Background: an optimization exercise with open tools, aiming at small area. Do not read the settings as production practice.
In this exercise RTL edits were held to simulation tests only and were not proved equivalent to the original.
Power and IR drop assume default switching activity.

run 1:
==> flow/design.v (excerpt) <==
module decode_stage (
    input  logic               clk,
    input  logic               reset,
    input  decode_pkg::word_t  instruction,
    input  decode_pkg::word_t  pc_plus_four,
    input  logic               stall,
    input  decode_pkg::wb_t    wb,
    input  decode_pkg::fwd_t   fwd_ex,
    input  decode_pkg::fwd_t   fwd_mem,
    output decode_pkg::id_ex_t id_ex,
    output logic               jump_taken,
    output decode_pkg::word_t  target,
    output logic               fetch_hold
);
    decode_pkg::ctrl_t      ctrl;
    decode_pkg::alu_op_t    alu_op;
    decode_pkg::dmem_info_t dmem;
    logic                   insert_bubble;
    decode_pkg::word_t      rd_a;
    decode_pkg::word_t      rd_int_or_a;
    logic                   rd_int_hit_a;
    logic                   rd_int_zero_a;
    decode_pkg::word_t      rd_b;
    decode_control control (
        .clk           (clk),
        .reset         (reset),
        .stall         (stall),
        .instruction   (instruction),
        .ctrl          (ctrl),
        .alu_op        (alu_op),
        .dmem          (dmem),
        .insert_bubble (insert_bubble),
        .fetch_hold    (fetch_hold)
    );
    reg_file regs (
        .clk       (clk),
        .reset     (reset),
        .we        (wb.we),
        .wr_fp     (wb.fp),
        .wr_addr   (wb.addr),
        .wr_data   (wb.data),
        .fp_sel    (ctrl.fp_write),
        .rd_addr_a (instruction[25:21]),
        .rd_addr_b (instruction[20:16]),
        .rd_int_or_a  (rd_int_or_a),
        .rd_int_hit_a (rd_int_hit_a),
  ...
Settings: LEC_CHECK=0, CAP_MARGIN=10, CORE_MARGIN=2, CORE_UTILIZATION=40, CTS_BUF_LIST=sky130_fd_sc_hd__clkbuf_4 sky130_fd_sc_hd__clkbuf_8, CTS_CLUSTER_SIZE=20, SETUP_SLACK_MARGIN=0.05, SLEW_MARGIN=10; clock period 7.0 ns.
run.sh (not shown) runs the stock make flow with config.mk's settings and CLKGATE_MAP_FILE= SYNTH_SCRIPT=/design/flow/synth_recipe.tcl, a recipe that flattens the netlist after the stock synthesis.
The flow for run 1 finished, though final verification flagged max-capacitance violations, max-slew violations, negative setup slack.
The following lists how run 2 was set up differently from run 1:
# run 1
export LEC_CHECK = 0
export CAP_MARGIN = 10
export CORE_MARGIN = 2
export CORE_UTILIZATION = 40
export CTS_BUF_LIST = sky130_fd_sc_hd__clkbuf_4 sky130_fd_sc_hd__clkbuf_8
export CTS_CLUSTER_SIZE = 20
export SETUP_SLACK_MARGIN = 0.05
export SLEW_MARGIN = 10
create_clock -name core_clock -period 7.0 [get_ports {clk}]
# run 2
export LEC_CHECK = 0
export CAP_MARGIN = 10
export CELL_PAD_IN_SITES_DETAIL_PLACEMENT = 1
export CELL_PAD_IN_SITES_GLOBAL_PLACEMENT = 1
export CORE_MARGIN = 2
export CORE_UTILIZATION = 40
export SETUP_SLACK_MARGIN = 0.05
export SLEW_MARGIN = 10
create_clock -name core_clock -period 7.0 [get_ports {clk}]
==> flow/flow/run.sh (new file) <==
#!/bin/bash
# Layout: the standard ORFS flow (standard.sh), unchanged synthesis, with
# a few extra ORFS settings for area: plain buf_1 cells on the ports instead of
# the delay buffers buffer_ports picks, no dummy loads in the clock tree, and
# downsizing of non-critical cells after global routing.
set -euo pipefail
here=$(pwd)
export BUFFER_PORTS_ARGS="-buffer_cell sky130_fd_sc_hd__buf_1"
export CTS_ARGS="-sink_clustering_enable -repair_clock_nets -dont_use_dummy_load -sink_clustering_size 25 -sink_clustering_max_diameter 80"
export RECOVER_POWER=100
bash standard.sh finish > "$here/standard.log" 2>&1
==> flow/standard.sh (new file) <==
#!/bin/bash
# synth_recipe.tcl (not shown) runs the flow's synth.tcl, then flattens the netlist and writes it again
# the make line also repeats each setting of config.mk as NAME=value (left out here)
make -C /OpenROAD-flow-scripts/flow DESIGN_CONFIG=/design/flow/config.mk WORK_HOME=/design/flow/orfs CLKGATE_MAP_FILE= SYNTH_SCRIPT=/design/flow/synth_recipe.tcl "${@:-finish}"
removed: flow/run.sh
[summary]
- Against run 1, run 2 reports a H-tree level count that is lower.
- In run 2, the fraction of the cycle the final worst path needs came out 2.9 points above the value in run 1.
- The flow for run 2 finished, though final verification flagged max-capacitance violations, max-slew violations, negative setup slack.
- Sort run 2 and run 1 by final instance area, ascending, and run 2 comes first.
- Across both runs, placement-stage cell area was lower for run 2 than for run 1.
- Diff run 1 -> run 2: number of max-slew violations in the final report up about 7000%; final standard cell count with taps included and fillers excluded down 5.6%; count of non-CTS buffers in the layout down about 11%; power in sequential cells flat.

re-timing with driven ports:
No port has a modelled driver above. Below, the same layouts with a new extraction and two added sets of constraints.
Step 1 assumes that a clkbuf_16 drives the clock port and a buf_2 every other input.
Step 2 moves the port delays by t, midway between the first and last clock arrival at a register: inputs arrive t later, outputs are due t later. That takes back most of the time a late clock gives input paths.
a / b / c = ideal ports / drivers / drivers and shift; a / b = the first two.
| run | shift t [ns] | setup slack, ns | hold WS [ns] | clock arrival spread, ns |
|---|---|---|---|---|
| run 1 | 1.208 | -0.135 / -0.206 / -0.206 | 0.516 / 0.516 / 0.516 | 0.110 / 0.110 |
| run 2 | 0.943 | -0.340 / -0.323 / -1.266 | 0.533 / 0.533 / 0.533 | 0.090 / 0.090 |
For run 2, which loses most, drivers alone change the setup slack by +0.017 ns; drivers and shift together by -0.926 ns.
